This is an optimization exercise on Yosys and OpenROAD, whose aim is small area, a short achievable clock period and few clock cycles, not a production implementation.
Where RTL was checked, it was by simulation tests only, not by an equivalence proof against the original.
Power figures rest on the tool's default switching activity, not on a simulated workload.

Design segment_reassembly_engine, start of the top module:
module segment_reassembly_engine (
    input  logic              i_clk,
    input  logic              i_rst_n,
    input  logic              i_cfg_we,
    input  logic [3:0]        i_cfg_data,
    input  logic              i_in_valid,
    output logic              o_in_ready,
    input  logic [8:0]        i_in_word,
    output logic              o_out_valid,
    input  logic              i_out_ready,
    output logic [57:0]       o_out_word
);
Size: about 2500 cells after synthesis, ~78 I/O pins, about 34000 um^2 of cells after synthesis.
Settings: LEC_CHECK=0, CAP_MARGIN=20, CORE_MARGIN=2, CORE_UTILIZATION=40, SETUP_SLACK_MARGIN=5, SLEW_MARGIN=20; clock period 9.0 ns.
standard.sh (not shown) runs the stock make flow with config.mk's settings and CLKGATE_MAP_FILE= SYNTH_SCRIPT=/design/flow/synth_recipe.tcl, a recipe that flattens the netlist after the stock synthesis.
==> flow/flow/run.sh <==
#!/bin/bash
# standard layout, with timing repair aiming at a larger setup margin
set -euo pipefail
bash standard.sh SETUP_SLACK_MARGIN=5.7 finish > standard_flow.log 2>&1
Testbench counts at the start, summed over its fixed seeds: cycles 102,196.
Rerun with:
--- a/flow/design.v
+++ b/flow/design.v
@@ -85,22 +85,21 @@
     assign is_p1  = !fs && match && (hp == 3'd0);
     assign is_p2  = !fs && match && (hp == 3'd1);
     assign is_p3  = !fs && match && (hp == 3'd2);
     assign is_p4  = !fs && match && (hp == 3'd3);
     assign is_p5  = !fs && match && (hp == 3'd4);
     assign is_p6  = !fs && match && (hp == 3'd5);
     assign is_pay = !fs && (hp[2:1] == 2'b11);
     assign wv     = is_pay && acc_en && (rem != 16'd0);
     assign o_in_ready = !skid_v;
     assign avail      = skid_v | i_in_valid;
-    assign go         = !busy & avail & (!h_valid | i_out_ready) & !(pend_v & is_p2) &
-                        !(is_p6 & !r_hv);
+    assign go         = !busy & avail & (!h_valid | i_out_ready) & !(pend_v & is_p2);
     always_ff @(posedge i_clk) begin
         if (!i_rst_n) skid_v <= 1'b0;
         else          skid_v <= avail & !go;
         if (!skid_v) skid_w <= i_in_word;
     end
     logic [10:0] cnt_base, cnt_inc;
     logic [15:0] tot_eff;
     logic        newseg, dup;
     assign cnt_base = started ? count : 11'd0;
     assign cnt_inc  = cnt_base + 11'd1;
@@ -127,21 +126,21 @@
             always_ff @(posedge i_clk) begin
                 ring[16*gi+15 -: 16] <= {(ring[16*gi] & !clr) | set_r[gi], ring[16*gi+15 -: 15]};
             end
         end
     endgenerate
     assign ph_now    = (ph[1:0] == s[7:6]);
     assign tk        = ph[3:2] - s[9:8];
     assign tapsel    = {taps[3][s[5:0]], taps[2][s[5:0]], taps[1][s[5:0]], taps[0][s[5:0]]};
     assign tvalid    = !clr || ((tk != 2'd0) && (ph[3:2] >= tk));
     assign tapval    = tapsel[tk] & tvalid;
-    assign dup       = r_hit;
+    assign dup       = r_hv ? r_hit : tapval;
     assign newseg    = !bad_r && !dup;
     assign pend_fire = pend_v && (ph == {pend_hi, s[7:6]});
     always_comb begin
         row_sel = '0;
         col_sel = '0;
         row_sel[s[5:3]] = pend_fire;
         col_sel[s[2:0]] = 1'b1;
     end
     always_ff @(posedge i_clk) begin
         if (!i_rst_n) begin
After rerunning: Register-to-register slack degrades by 0.10 ns; cell count stays flat; clock power shrinks by 4.2%; wire length went up by about 4%; design area barely changes; sequential cell count does not change; power came out lower by 2.0%; via count barely changes; clock skew goes down by 0.039 ns; combinational power went up by about 3%; clock-buffer cell count increases by 8; sequential share of layout area decreases by 0.13 points; synthesized cell count decreases by about 0.55%.
Testbench counts after the change, summed over its fixed seeds: cycles 101,478.

* * *

== oak ==
The RTL this note starts from:
==> flow/design.v <==
package sre_pkg;
    localparam int MAX_SEGMENTS = 1024;
    localparam int HEADER_BYTES = 7;
    localparam int MAP_IDX_W = (MAX_SEGMENTS > 1) ? $clog2(MAX_SEGMENTS) : 1;
    localparam int COUNT_W   = $clog2(MAX_SEGMENTS + 1);
    localparam int POS_W     = 17;
    localparam int ADDR_W    = 26;
    localparam logic [POS_W-1:0] POS_MAX     = {POS_W{1'b1}};
    localparam logic [POS_W-1:0] POS_SEG_HI  = POS_W'(1);
    localparam logic [POS_W-1:0] POS_SEG_LO  = POS_W'(2);
    localparam logic [POS_W-1:0] POS_TOT_HI  = POS_W'(3);
    localparam logic [POS_W-1:0] POS_TOT_LO  = POS_W'(4);
    localparam logic [POS_W-1:0] POS_SIZE_HI = POS_W'(5);
    localparam logic [POS_W-1:0] POS_SIZE_LO = POS_W'(HEADER_BYTES - 1);
    localparam logic [POS_W-1:0] POS_PAYLOAD = POS_W'(HEADER_BYTES);
    typedef struct packed {
        logic [7:0] data_byte;
        logic       frame_start;
    } t_in_word;
    typedef struct packed {
        logic              write_valid;
        logic [ADDR_W-1:0] write_addr;
        logic [7:0]        write_data;
        logic              header_seen;
        logic [15:0]       total_segments;
        logic [3:0]        format_code;
        logic              complete;
        logic              bad_segment;
    } t_out_word;
endpackage
module segment_reassembly_engine (
    input  logic              i_clk,
    input  logic              i_rst_n,
    input  logic              i_cfg_we,
    input  logic [3:0]        i_cfg_data,
    input  logic              i_in_valid,
    output logic              o_in_ready,
    input  logic [8:0]        i_in_word,
    output logic              o_out_valid,
    input  logic              i_out_ready,
    output logic [57:0]       o_out_word
);
    logic        skid_v;       
    logic        in_rdy;       
    logic [8:0]  skid_w;
    logic        h_valid, h_wv, h_bad;
    logic [7:0]  h_data;
    logic [25:0] h_addr;
    logic [3:0]  r_stream;
    logic [2:0]  hp;           
    logic        match;
    logic        acc_en;       
    logic        first;        
    logic        s_big;        
    logic [10:0] s;            
    logic [15:0] r_total;      
    logic [15:0] r_size;
    logic [3:0]  r_format;     
    logic        started;
    logic [10:0] count;        
    logic        r_complete;
    logic [15:0] rem;          
    logic [25:0] acc;
    logic        bad_r, eq0_r, eq1_r;
    logic [4:0]  hst;          
    logic [1:0]  rcnt;         
    logic        busy;
    logic [17:0] size3;        
    logic [17:0] m_r;          
    logic        m_neg;        
    logic        c_sh, c_id, c_cin;    
    logic [1023:0] ring;       
    logic [3:0]  ph;
    logic [3:0]  clr_cnt;
    logic        clr;
    logic        r_hit, r_hv;
    logic        pend_v;
    logic [1:0]  pend_hi;
    logic [8:0]  w;
    logic [7:0]  b;
    logic        fs, avail, go, blk;
    logic [2:0]  hp_n;
    logic        is_p1, is_p2, is_p3, is_p4, is_p5, is_p6, is_pay, wv;
    assign w      = skid_v ? skid_w : i_in_word;
    assign b      = w[8:1];
    assign fs     = w[0];
    assign hp_n   = fs ? 3'd0 : ((hp == 3'd7) ? 3'd7 : hp + 3'd1);
    assign is_p1  = !fs && match && (hp == 3'd0);
    assign is_p2  = !fs && match && (hp == 3'd1);
    assign is_p3  = !fs && match && (hp == 3'd2);
    assign is_p4  = !fs && match && (hp == 3'd3);
    assign is_p5  = !fs && match && (hp == 3'd4);
    assign is_p6  = !fs && match && (hp == 3'd5);
    assign is_pay = !fs && (hp[2:1] == 2'b11);
    assign wv     = is_pay && acc_en && (rem != 16'd0);
    assign o_in_ready = in_rdy;
    assign skid_v     = !in_rdy;
    assign avail      = skid_v | i_in_valid;
    assign blk        = busy | (match & (((hp == 3'd1) & pend_v) | ((hp == 3'd5) & !r_hv)));
    assign go         = !blk & avail & (!h_valid | i_out_ready);
    always_ff @(posedge i_clk) begin
        if (!i_rst_n) in_rdy <= 1'b1;
        else          in_rdy <= !(avail & !go);
        if (!skid_v) skid_w <= i_in_word;
    end
    logic [10:0] cnt_base, cnt_inc;
    logic [15:0] tot_eff;
    logic        newseg, dup;
    assign cnt_base = started ? count : 11'd0;
    assign cnt_inc  = cnt_base + 11'd1;
    assign tot_eff  = started ? r_total : rem;
    always_ff @(posedge i_clk) begin
        bad_r <= s_big || (s == 11'd0) || (s > 11'd1024) || ({5'd0, s} > tot_eff);
        eq0_r <= ({5'd0, cnt_base} == tot_eff);
        eq1_r <= ({5'd0, cnt_inc} == tot_eff);
    end
    logic [63:0]  taps [4];
    logic [63:0]  set_r;
    logic [3:0]   tapsel;
    logic [1:0]   tk;
    logic         tapval, tvalid, ph_now, pend_fire;
    logic [7:0]   row_sel, col_sel;
    genvar gi;
    generate
        for (gi = 0; gi < 64; gi++) begin : g_ring
            assign taps[0][gi] = ring[16*gi];
            assign taps[1][gi] = ring[16*gi+12];
            assign taps[2][gi] = ring[16*gi+8];
            assign taps[3][gi] = ring[16*gi+4];
            assign set_r[gi]   = row_sel[gi/8] & col_sel[gi%8];
            always_ff @(posedge i_clk) begin
                ring[16*gi+15 -: 16] <= {(ring[16*gi] & !clr) | set_r[gi], ring[16*gi+15 -: 15]};
            end
        end
    endgenerate
    assign ph_now    = (ph[1:0] == s[7:6]);
    assign tk        = ph[3:2] - s[9:8];
    assign tapsel    = {taps[3][s[5:0]], taps[2][s[5:0]], taps[1][s[5:0]], taps[0][s[5:0]]};
    assign tvalid    = !clr || ((tk != 2'd0) && (ph[3:2] >= tk));
    assign tapval    = tapsel[tk] & tvalid;
    assign dup       = r_hit;
    assign newseg    = !bad_r && !dup;
    assign pend_fire = pend_v && (ph == {pend_hi, s[7:6]});
    always_comb begin
        row_sel = '0;
        col_sel = '0;
        row_sel[s[5:3]] = pend_fire;
        col_sel[s[2:0]] = 1'b1;
    end
    always_ff @(posedge i_clk) begin
        if (!i_rst_n) begin
            ph      <= 4'd0;
            clr_cnt <= 4'd15;
            clr     <= 1'b1;
            pend_v  <= 1'b0;
        end else begin
            ph <= ph + 4'd1;
            if (clr_cnt != 4'd0) clr_cnt <= clr_cnt - 4'd1;
            else                 clr     <= 1'b0;
            if (go && is_p6 && !bad_r) begin
                pend_v  <= 1'b1;
                pend_hi <= s[9:8];
            end else if (pend_fire) begin
                pend_v  <= 1'b0;
            end
        end
        if (go && is_p2) begin
            r_hv <= 1'b0;
        end else if (ph_now) begin
            r_hv  <= 1'b1;
            r_hit <= tapval;
        end
    end
    logic        match_n, busy_n, started_n, first_n, trig;
    logic [4:0]  hst_n;
    logic [1:0]  rcnt_n;
    assign trig = (go && is_p2) || (rcnt == 2'd1);
    always_comb begin
        match_n   = match;
        busy_n    = busy;
        started_n = started;
        first_n   = first;
        rcnt_n    = (rcnt != 2'd0) ? rcnt - 2'd1 : 2'd0;
        if (go && fs) first_n = 1'b0;
        if (go && is_p6) first_n = newseg;
        if (go && wv) first_n = 1'b0;
        if (go && fs) match_n = (b[7:4] == r_stream);
        if (trig) hst_n = 5'b00001;
        else      hst_n = {hst[3:0], 1'b0};
        if (hst[3]) busy_n = 1'b0;
        if (go && is_p6 && !started) begin
            started_n = 1'b1;
            rcnt_n    = 2'd2;
            busy_n    = 1'b1;
        end
    end
    logic [25:0] op_a, op_b, sum;
    always_ff @(posedge i_clk) size3 <= {2'd0, r_size} + {1'd0, r_size, 1'b0};
    always_comb begin
        op_a = ({26{c_sh}} & {acc[23:0], 2'd0}) | ({26{c_id}} & acc);
        op_b = {{8{m_neg}}, m_r};
    end
    logic [25:0] kg [0:5];
    logic [25:0] kp [0:5];
    always_comb begin
        kg[0] = op_a & op_b;
        kp[0] = op_a ^ op_b;
        kg[0][0] = kg[0][0] | (kp[0][0] & c_cin);
        for (int l = 1; l <= 5; l++) begin
            for (int i = 0; i < 26; i++) begin
                if (i >= (1 << (l - 1))) begin
                    kg[l][i] = kg[l-1][i] | (kp[l-1][i] & kg[l-1][i - (1 << (l - 1))]);
                    kp[l][i] = kp[l-1][i] & kp[l-1][i - (1 << (l - 1))];
                end else begin
                    kg[l][i] = kg[l-1][i];
                    kp[l][i] = kp[l-1][i];
                end
            end
        end
        sum = kp[0] ^ {kg[5][24:0], c_cin};
    end
    logic [1:0]  dig;
    logic [17:0] m_step, m_init;
    logic        n_step_neg;
    function automatic logic [17:0] mult(input logic [1:0] d, input logic [15:0] sz,
                                         input logic [17:0] sz3);
        case (d)
            2'd0:    mult = 18'd0;
            2'd1:    mult = {2'd0, sz};
            2'd2:    mult = {1'd0, sz, 1'b0};
            default: mult = sz3;
        endcase
    endfunction
    always_comb begin
        case (1'b1)
            hst[0]:  dig = s[7:6];
            hst[1]:  dig = s[5:4];
            default: dig = s[3:2];
        endcase
        m_init     = s[10] ? {r_size, 2'b0} : mult(s[9:8], r_size, size3);
        n_step_neg = 1'b0;
        if (hst[3:0] == 4'd0) begin
            m_step = 18'd0;
        end else if (!hst[3]) begin
            m_step = mult(dig, r_size, size3);
        end else begin
            case (s[1:0])
                2'd0:    begin m_step = {2'b11, ~r_size}; n_step_neg = 1'b1; end
                2'd1:    m_step = 18'd0;
                2'd2:    m_step = {2'd0, r_size};
                default: m_step = {1'd0, r_size, 1'b0};
            endcase
        end
    end
    always_ff @(posedge i_clk) begin
        if (!i_rst_n) begin
            r_stream   <= 4'd1;
            hp         <= 3'd0;
            match      <= 1'b0;
            acc_en     <= 1'b0;
            started    <= 1'b0;
            r_total    <= 16'd0;
            r_format   <= 4'd0;
            r_complete <= 1'b0;
            hst        <= 5'd0;
            rcnt       <= 2'd0;
            busy       <= 1'b0;
            h_valid    <= 1'b0;
            first      <= 1'b0;
            c_sh <= 1'b0; c_id <= 1'b1; c_cin <= 1'b1;
            m_r  <= 18'd0; m_neg <= 1'b0;
        end else begin
            if (i_cfg_we) r_stream <= i_cfg_data;
            h_valid <= go | (h_valid & !i_out_ready);
            match   <= match_n;
            rcnt    <= rcnt_n;
            busy    <= busy_n;
            started <= started_n;
            hst     <= hst_n;
            first   <= first_n;
            if (trig) begin
                c_sh <= 1'b0; c_id <= 1'b0; c_cin <= 1'b0;
                m_r  <= m_init; m_neg <= 1'b0;
            end else if (hst[3:0] != 4'd0) begin
                c_sh <= 1'b1; c_id <= 1'b0; c_cin <= n_step_neg;
                m_r  <= m_step; m_neg <= n_step_neg;
            end else begin
                c_sh <= 1'b0; c_id <= 1'b1; c_cin <= !first_n;
                m_r  <= 18'd0; m_neg <= 1'b0;
            end
            if (go) begin
                hp <= hp_n;
                if (fs) acc_en <= 1'b0;
                if (fs && (b[7:4] == r_stream) && !started) count[3:0] <= b[3:0];
                if (is_p1) begin
                    s_big    <= (b[7:3] != 5'd0) || (b[2] && (b[1:0] != 2'd0));
                    s[10:8]  <= b[2:0];
                end
                if (is_p2) s[7:0] <= b;
                if (is_p3 && !started) rem[15:8]    <= b;
                if (is_p4 && !started) rem[7:0]     <= b;
                if (is_p5 && !started) r_size[15:8] <= b;
                if (is_p6) begin
                    if (!started) begin
                        r_size[7:0] <= b;
                        rem         <= {r_size[15:8], b};
                        r_total     <= rem;
                        r_format    <= count[3:0];
                    end else begin
                        rem         <= r_size;
                    end
                    acc_en     <= newseg;
                    count      <= newseg ? cnt_inc : cnt_base;
                    r_complete <= newseg ? eq1_r : eq0_r;
                end
                if (wv) rem <= rem - 16'd1;
                h_wv   <= wv;
                h_data <= wv ? b : 8'd0;
                h_addr <= wv ? sum : 26'd0;
                h_bad  <= is_p6 && bad_r;
            end
            if (hst != 5'd0) begin
                acc <= sum;
            end else if (go && wv) begin
                acc <= sum;
            end
        end
    end
    assign o_out_valid = h_valid;
    assign o_out_word  = {h_wv, h_addr, h_data, started, r_total, r_format,
                          r_complete, h_bad};
endmodule
Settings: LEC_CHECK=0, CAP_MARGIN=20, CORE_MARGIN=2, CORE_UTILIZATION=40, CTS_CLUSTER_DIAMETER=135, CTS_CLUSTER_SIZE=27, SETUP_SLACK_MARGIN=5, SLEW_MARGIN=20; clock period 9.0 ns.
==> flow/flow/run.sh <==
#!/bin/bash
# standard layout, with timing repair aiming at a larger setup margin
set -euo pipefail
bash standard.sh SETUP_SLACK_MARGIN=6.0 finish > standard_flow.log 2>&1
oak did not stop at any stage, and its layout met the timing, DRC and antenna checks.
Testbench counts of oak, summed over its fixed seeds: cycles 102,197.
[inputs] cedar vs oak
-- flow/design.v --
<<< oak, line 79
    logic [8:0]  w;
    logic [7:0]  b;
    logic        fs, avail, go, blk;
    logic [2:0]  hp_n;
    logic        is_p1, is_p2, is_p3, is_p4, is_p5, is_p6, is_pay, wv;
>>> cedar, line 79
    logic [8:0]  w;
    logic [7:0]  b;
    logic        fs, avail, go;
    logic [2:0]  hp_n;
    logic        is_p1, is_p2, is_p3, is_p4, is_p5, is_p6, is_pay, wv;
<<< oak, line 97
    assign skid_v     = !in_rdy;
    assign avail      = skid_v | i_in_valid;
    assign blk        = busy | (match & (((hp == 3'd1) & pend_v) | ((hp == 3'd5) & !r_hv)));
    assign go         = !blk & avail & (!h_valid | i_out_ready);
    always_ff @(posedge i_clk) begin
        if (!i_rst_n) in_rdy <= 1'b1;
>>> cedar, line 97
    assign skid_v     = !in_rdy;
    assign avail      = skid_v | i_in_valid;
    assign go         = !busy & avail & (!h_valid | i_out_ready) & !(pend_v & is_p2) &
                        !(is_p6 & !r_hv);
    always_ff @(posedge i_clk) begin
        if (!i_rst_n) in_rdy <= 1'b1;
--- outcome ---
- As far as register area is concerned, oak and cedar perform about the same.
- Higher non-clock inverter instance count of the final layout was reported by cedar, not oak.
- Post-route worst hold slack: oak and cedar compared, lower one is cedar
- Any difference in post-synthesis mux area share between cedar and oak is small enough to ignore.
- | clock-pin slew reported for the worst setup and hold paths after clock tree synthesis | oak vs cedar | ≈ equal |
- Est. power | cedar vs oak | cedar higher
- In the flow results for oak and cedar, the number of distinct library cell variants in the gate-level netlist after synthesis is larger on oak.
- cedar against oak: adder-cell share of the synthesized area held; number of input and output port buffers inserted held.
- Against oak as the reference, cedar delivers a lower first-pass GRT wire length.
- On detail-routed via count per cell, oak tracks cedar almost exactly.
For cedar, only the layout was checked, not whether the RTL still works.

## re-timing with driven ports
Ports are ideal in the flow. The routed layouts listed here were re-timed in OpenROAD.
Step 1, drivers: a clkbuf_16 drives i_clk and a buf_2 each remaining input, both assumed.
Step 2, shift: input delay + t, output delay - t, t = (earliest + latest rising clock arrival at the registers) / 2. This alone moves slack from input paths to output paths.
Slacks: ideal / step 1 / step 2; pairs: ideal / step 1.
run	t, ns	setup WS [ns]	worst slew at a driven data input, ns	cell pins on the clock port's net
the first run of note 1	0.736	5.463 / 5.399 / 5.043	0.04	1
the second run of note 1	0.728	5.396 / 5.396 / 5.007	0.10	1
oak	0.699	5.913 / 5.852 / 5.306	0.04	1
cedar	0.708	5.839 / 5.839 / 5.194	0.05	1
After both steps every run listed still meets setup and hold. The setup slack of cedar, which loses most, moves by 0.000 ns with the drivers and by -0.645 ns with both steps.
